Source: an optimization exercise on an open RTL-to-GDS flow (aim: small area, a short achievable clock period and few clock cycles per item). Production flows keep margins and buffers that such runs may drop. At most, simulation tests tie the RTL to the original design; equivalence was not proved.

run 1:
==> flow/design.v (excerpt) <==
module sha256_byte_stream_hasher_top (
  input  logic        clk_i,
  input  logic        rst_ni,
  input  logic        s_axis_tvalid,
  output logic        s_axis_tready,
  input  logic [7:0]  s_axis_tdata,    
  input  logic        s_axis_tuser,    
  output logic        m_axis_tvalid,
  input  logic        m_axis_tready,
  output logic [31:0] m_axis_tdata,    
  output logic [2:0]  m_axis_tuser,    
  output logic        m_axis_tlast     
);
For scale: ~1800 flip-flops.
export LEC_CHECK = 0
export CAP_MARGIN = 20
export CORE_MARGIN = 2
export CORE_UTILIZATION = 50
export CTS_CLUSTER_DIAMETER = 90
export CTS_CLUSTER_SIZE = 22
export SETUP_SLACK_MARGIN = 5
export SLEW_MARGIN = 20
export TNS_END_PERCENT = 0
create_clock -name core_clock -period 12.0 [get_ports {clk_i}]
standard.sh (not shown) runs the stock make flow with config.mk's settings and CLKGATE_MAP_FILE= SYNTH_SCRIPT=/design/flow/synth_recipe.tcl, a recipe that flattens the netlist after the stock synthesis.
==> flow/flow/run.sh <==
#!/bin/bash
set -euo pipefail
MARGIN=$(cat flow/margin.txt)
sed "s/SETUP_SLACK_MARGIN=[0-9.]*/SETUP_SLACK_MARGIN=${MARGIN}/" standard.sh > standard_margin.sh
bash standard_margin.sh > standard.log 2>&1
==> flow/flow/margin.txt <==
8.5
#### Input delta (run 2 over run 1)
--- a/flow/design.v
+++ b/flow/design.v
@@ -142,17 +142,17 @@
   logic [31:0] t1_q, hkw_q, dhkw_q, kw_q;
   logic [15:0][31:0] w_q;
   logic [7:0][31:0]  chain_q;
   logic [5:0]  rnd_q, kidx_q, kidx_d;
   logic        run_q, fin_q, pre_q, pre_d;
   logic        hfirst_q, hlast_q;
   logic        obusy_q, ovalid_q, took_q, olast_q;
   logic [2:0]  oidx_q;
-  logic        stall, take, ld_iv, last_rnd, sa_q, r62_q, wsw_q;
+  logic        stall, take, ld_iv, last_rnd;
   logic [31:0] h0, h1, h2, h3, h4, h5, h6, h7;
   logic [31:0] s1, ch, esum, tsum, asum, sched;
   logic [31:0] sum1, sum2, sum3;
   logic [31:0] wsel, xh, hh, xd1, xd2;
   always_comb begin
     h0 = hfirst_q ? iv(0) : chain_q[0];
     h1 = hfirst_q ? iv(1) : chain_q[1];
     h2 = hfirst_q ? iv(2) : chain_q[2];
@@ -168,26 +168,26 @@
   assign last_rnd = run_q & (rnd_q == 6'd63);
   assign take_o   = take;
   assign s1    = big1(e0_q);
   assign ch    = choose(e0_q, e1_q, e2_q);
   assign esum  = dhkw_q + s1 + ch;
   assign tsum  = hkw_q + s1 + ch;
   assign asum  = t1_q + big0(a1_q) + major(a1_q, a2_q, a3_q);
   assign sched = small1(w_q[14]) + w_q[9] + small0(w_q[1]) + w_q[0];
-  assign sum1  = (sa_q ? e0_q : a1_q) + (sa_q ? h5 : h1);
-  assign sum2  = (sa_q ? e1_q : a2_q) + (sa_q ? h6 : h2);
-  assign sum3  = (sa_q ? e2_q : a3_q) + (sa_q ? h7 : h3);
+  assign sum1  = (last_rnd ? e0_q : a1_q) + (last_rnd ? h5 : h1);
+  assign sum2  = (last_rnd ? e1_q : a2_q) + (last_rnd ? h6 : h2);
+  assign sum3  = (last_rnd ? e2_q : a3_q) + (last_rnd ? h7 : h3);
   always_comb begin
-    wsel = wsw_q ? w_q[2] : (kidx_q[0] ? blk_i[1] : blk_i[0]);
+    wsel = (run_q && rnd_q != 6'd63) ? w_q[2] : (kidx_q[0] ? blk_i[1] : blk_i[0]);
     if (run_q) begin
       xh  = e2_q;
-      hh  = r62_q ? h0 : 32'h0;
+      hh  = (rnd_q == 6'd62) ? h0 : 32'h0;
       xd1 = a2_q;
-      xd2 = r62_q ? h4 : 32'h0;
+      xd2 = (rnd_q == 6'd62) ? h4 : 32'h0;
     end else begin
       xh  = blk_first_i ? iv(7) : e3_q;
       hh  = 32'h0;
       xd1 = blk_first_i ? iv(3) : a3_q;
       xd2 = (fin_q && !blk_first_i) ? h3 : 32'h0;
     end
   end
   always_comb begin
@@ -207,30 +207,24 @@
     if (!rst_ni) begin
       run_q    <= 1'b0;
       fin_q    <= 1'b0;
       pre_q    <= 1'b0;
       kidx_q   <= 6'd0;
       obusy_q  <= 1'b0;
       ovalid_q <= 1'b0;
       took_q   <= 1'b0;
-      sa_q     <= 1'b0;
-      r62_q    <= 1'b0;
-      wsw_q    <= 1'b0;
     end else begin
       pre_q  <= pre_d;
       kidx_q <= kidx_d;
       if (take) begin
         run_q <= 1'b1;
       end else if (last_rnd) begin
         run_q <= 1'b0;
       end
-      sa_q <= run_q & (rnd_q == 6'd62);
-      r62_q <= run_q & (rnd_q == 6'd61);
-      wsw_q <= take | (run_q & (rnd_q < 6'd62));
       if (last_rnd) fin_q <= 1'b1;
       else if (fin_q && !stall) fin_q <= 1'b0;
       if (fin_q && !stall && hlast_q) begin
         obusy_q  <= 1'b1;
         ovalid_q <= 1'b1;
       end else begin
         if (ovalid_q && m_axis_tready) begin
           ovalid_q <= 1'b0;
## What came out
The final layout from run 2, which completed every stage, passed the timing, DRC and antenna checks at the end of the flow. In the flow results for run 2 and run 1, the global routing met1 resource utilization is larger on run 2. Area growth from synthesis to layout for run 2 is higher than for run 1. Run 2 vs. run 1: floorplan die area closely matched the old numbers; number of multi-input combinational cells in the layout increased by 322 relative to the old numbers; non-clock buffer instance count of the final layout increased by 15% relative to the old numbers; final critical delay including setup and external delays decreased by 150 ps relative to the old numbers. | critical path depth | higher: run 1 |.
Testbench counts of run 2, summed over its fixed seeds: cycles 72,292, bytes 62,794.
No functional check of the RTL was part of run 1.


== v6 ==
Another version of the RTL of sha256_byte_stream_hasher_top (not shown whole).
Size in the first run: about 1,900 flip-flops, about 51 I/O pins.
export LEC_CHECK = 0
export CAP_MARGIN = 20
export CORE_MARGIN = 2
export CORE_UTILIZATION = 50
export SETUP_SLACK_MARGIN = 5
export SLEW_MARGIN = 20
export TNS_END_PERCENT = 0
create_clock -name core_clock -period 12.0 [get_ports {clk_i}]
Scripts as last shown in full above: flow/flow/run.sh, flow/flow/margin.txt
Edits applied to the flow inputs when going from v6 to v7:
-- flow/design.v --
<<< v6, line 186
  logic [5:0]  rnd_q, kidx_q, kidx_d;
  logic        run_q, fin_q, pre_q, pre_d, mq;
  logic        ph0_q, ph61_q, ph62_q, ph63_q;
  logic        wsw_q, sxh_q, sxd_q, sdp_q, asel_q;
  logic        hfirst_q, hlast_q;
>>> v7, line 186
  logic [5:0]  rnd_q, kidx_q, kidx_d;
  logic        run_q, fin_q, pre_q, pre_d, mq;
  logic        ph0_q, ph61_q, ph62_q, ph63_q, mrg0_q, sa63_q, sa62_q;
  logic [31:0] e0h_q, a1h_q;
  logic        wsw_q, sxh_q, sxd_q, sdp_q, asel_q;
  logic        hfirst_q, hlast_q;
<<< v6, line 208
  assign idle     = ~run_q & ~fin_q;
  assign stall    = fin_q & obusy_q;
  assign mrg0     = ph0_q & mq;
  assign take     = (blk_rdy_i & pre_q & ((fin_q & ~obusy_q) | idle)) | (ph63_q & mq);
  assign wr_chain = (fin_q & ~obusy_q) | mrg0;
>>> v7, line 209
  assign idle     = ~run_q & ~fin_q;
  assign stall    = fin_q & obusy_q;
  assign mrg0     = mrg0_q;
  assign take     = (blk_rdy_i & pre_q & ((fin_q & ~obusy_q) | idle)) | (ph63_q & mq);
  assign wr_chain = (fin_q & ~obusy_q) | mrg0;
<<< v6, line 219
  assign asum  = add3(t1_q, big0(a1_q), major(a1_q, a2_q, a3_q));
  assign sched = add4(small1(w_q[14]), w_q[9], small0(w_q[1]), w_q[0]);
  assign sum1  = (ph63_q ? e0_q : a1_q) + (ph63_q ? h5 : h1);
  assign sum2  = (ph63_q ? e1_q : a2_q) + (ph63_q ? h6 : h2);
  assign sum3  = (ph62_q ? e1_q : a3_q) + (ph62_q ? h7 : h3);
  always_comb begin
    wsel = wsw_q ? w_q[2] : (kidx_q[0] ? blk_i[1] : blk_i[0]);
>>> v7, line 220
  assign asum  = add3(t1_q, big0(a1_q), major(a1_q, a2_q, a3_q));
  assign sched = add4(small1(w_q[14]), w_q[9], small0(w_q[1]), w_q[0]);
  assign sum1  = (sa63_q ? e0_q : a1_q) + (sa63_q ? h5 : h1);
  assign sum2  = (sa63_q ? e1_q : a2_q) + (sa63_q ? h6 : h2);
  assign sum3  = (sa62_q ? e1_q : a3_q) + (sa62_q ? h7 : h3);
  always_comb begin
    wsel = wsw_q ? w_q[2] : (kidx_q[0] ? blk_i[1] : blk_i[0]);
<<< v6, line 254
      mq       <= 1'b0;
      ph0_q    <= 1'b0;
      ph61_q   <= 1'b0;
      ph62_q   <= 1'b0;
>>> v7, line 255
      mq       <= 1'b0;
      ph0_q    <= 1'b0;
      mrg0_q   <= 1'b0;
      sa62_q   <= 1'b0;
      sa63_q   <= 1'b0;
      ph61_q   <= 1'b0;
      ph62_q   <= 1'b0;
<<< v6, line 276
      ph62_q <= ph61_q;
      ph63_q <= ph62_q;
      if (ph61_q) mq <= blk_rdy_i & ~hlast_q & ~obusy_q;
      else if (mrg0) mq <= 1'b0;
>>> v7, line 280
      ph62_q <= ph61_q;
      ph63_q <= ph62_q;
      sa62_q <= ph61_q & run_q;
      sa63_q <= ph62_q & run_q;
      mrg0_q <= ph63_q & mq;
      if (ph61_q) mq <= blk_rdy_i & ~hlast_q & ~obusy_q;
      else if (mrg0) mq <= 1'b0;
<<< v6, line 325
    for (int i = 0; i < 15; i++) w_q[i] <= take ? blk_i[i] : w_q[i+1];
    w_q[15] <= take ? blk_i[15] : sched;
    if (run_q) begin
      t1_q <= tsum;
      e0_q <= esum;
      if (ph63_q) begin
        e1_q <= sum1;
>>> v7, line 332
    for (int i = 0; i < 15; i++) w_q[i] <= take ? blk_i[i] : w_q[i+1];
    w_q[15] <= take ? blk_i[15] : sched;
    e0_q <= run_q ? esum : (ld_iv ? iv(4) : e0h_q);
    if (ph63_q) e0h_q <= esum;
    if (run_q) begin
      t1_q <= tsum;
      if (ph63_q) begin
        e1_q <= sum1;
<<< v6, line 338
      else if (!ph63_q) e3_q <= e2_q;
    end else if (ld_iv) begin
      e0_q <= iv(4);
      e1_q <= iv(5);
      e2_q <= iv(6);
      e3_q <= iv(7);
    end
    if (asel_q) a1_q <= asum;
    else if (run_q || ld_iv || (fin_q && !stall)) a1_q <= a1alt;
    if (run_q) begin
      a2_q <= mrg0 ? sum1 : a1_q;
>>> v7, line 346
      else if (!ph63_q) e3_q <= e2_q;
    end else if (ld_iv) begin
      e1_q <= iv(5);
      e2_q <= iv(6);
      e3_q <= iv(7);
    end
    a1_q <= asel_q ? asum : ((run_q || ld_iv || (fin_q && !stall)) ? a1alt : a1h_q);
    if (ph63_q) a1h_q <= asum;
    else if (fin_q && !stall) a1h_q <= sum1;
    if (run_q) begin
      a2_q <= mrg0 ? sum1 : a1_q;
Notes after the runs:
Peak fanout along the critical path (v7 over v6): increase, 79
Average cell area after synthesis: v6 vs v7, no meaningful difference
v6 reports its last element of the critical path as u_core.chain_q[31] while v7 reports u_core.k_q[19].
Diff v6 -> v7 | CTS buffer count | increase of 3.5%
Final weighted congestion of routability-driven global placement (higher): v6
Count of clock-buffer cells in the layout in v7 is 5 lower than in v6
Diff v6 -> v7: post-layout utilization of the core dropped 0.70 points, final critical-path setup slack dropped 270 ps, critical path data arrival time climbed 390 ps, non-clock buffering overhead in the final layout dropped 0.48 points, sequential cell count climbed about 3.6%.
v7 ended up with more standard cells than v6.
Against v6 as the reference, v7 delivers a higher post-synthesis instance area.
No functional check of the RTL was part of any run of this note.

==> static timing again, ports no longer ideal <==
Ports are ideal in the flow. The routed layouts listed here were re-timed in OpenROAD.
Step 1 (the two cells are an assumption about what drives the block):
set clk [get_ports {clk_i}]
set_driving_cell -lib_cell sky130_fd_sc_hd__clkbuf_16 $clk
set_driving_cell -lib_cell sky130_fd_sc_hd__buf_2 [delete_from_list [all_inputs] $clk]
Step 2, shift: input delay + t, output delay - t, t = (earliest + latest rising clock arrival at the registers) / 2. This alone moves slack from input paths to output paths.
Slacks: ideal ports / drivers / drivers and shift; pairs: ideal ports / drivers.
| run | shift t [ns] | setup WS [ns] | slew at the worst register clock pin (ns) | worst data-port slew with drivers (ns) | pins driven straight from the clock port |
|---|---|---|---|---|---|
| run 1 | 0.869 | 6.762 / 6.762 / 6.044 | 0.10 / 0.10 | 0.06 | 1 |
| run 2 | 0.877 | 6.912 / 6.912 / 6.645 | 0.11 / 0.11 | 0.07 | 1 |
| v6 | 0.931 | 7.076 / 7.076 / 7.076 | 0.07 / 0.07 | 0.03 | 1 |
| v7 | 0.955 | 6.806 / 6.806 / 6.806 | 0.07 / 0.07 | 0.06 | 1 |
After both steps setup and hold are still met in every run listed. For run 1, which loses most, drivers alone change the setup slack by 0.000 ns; drivers and shift together by -0.718 ns.
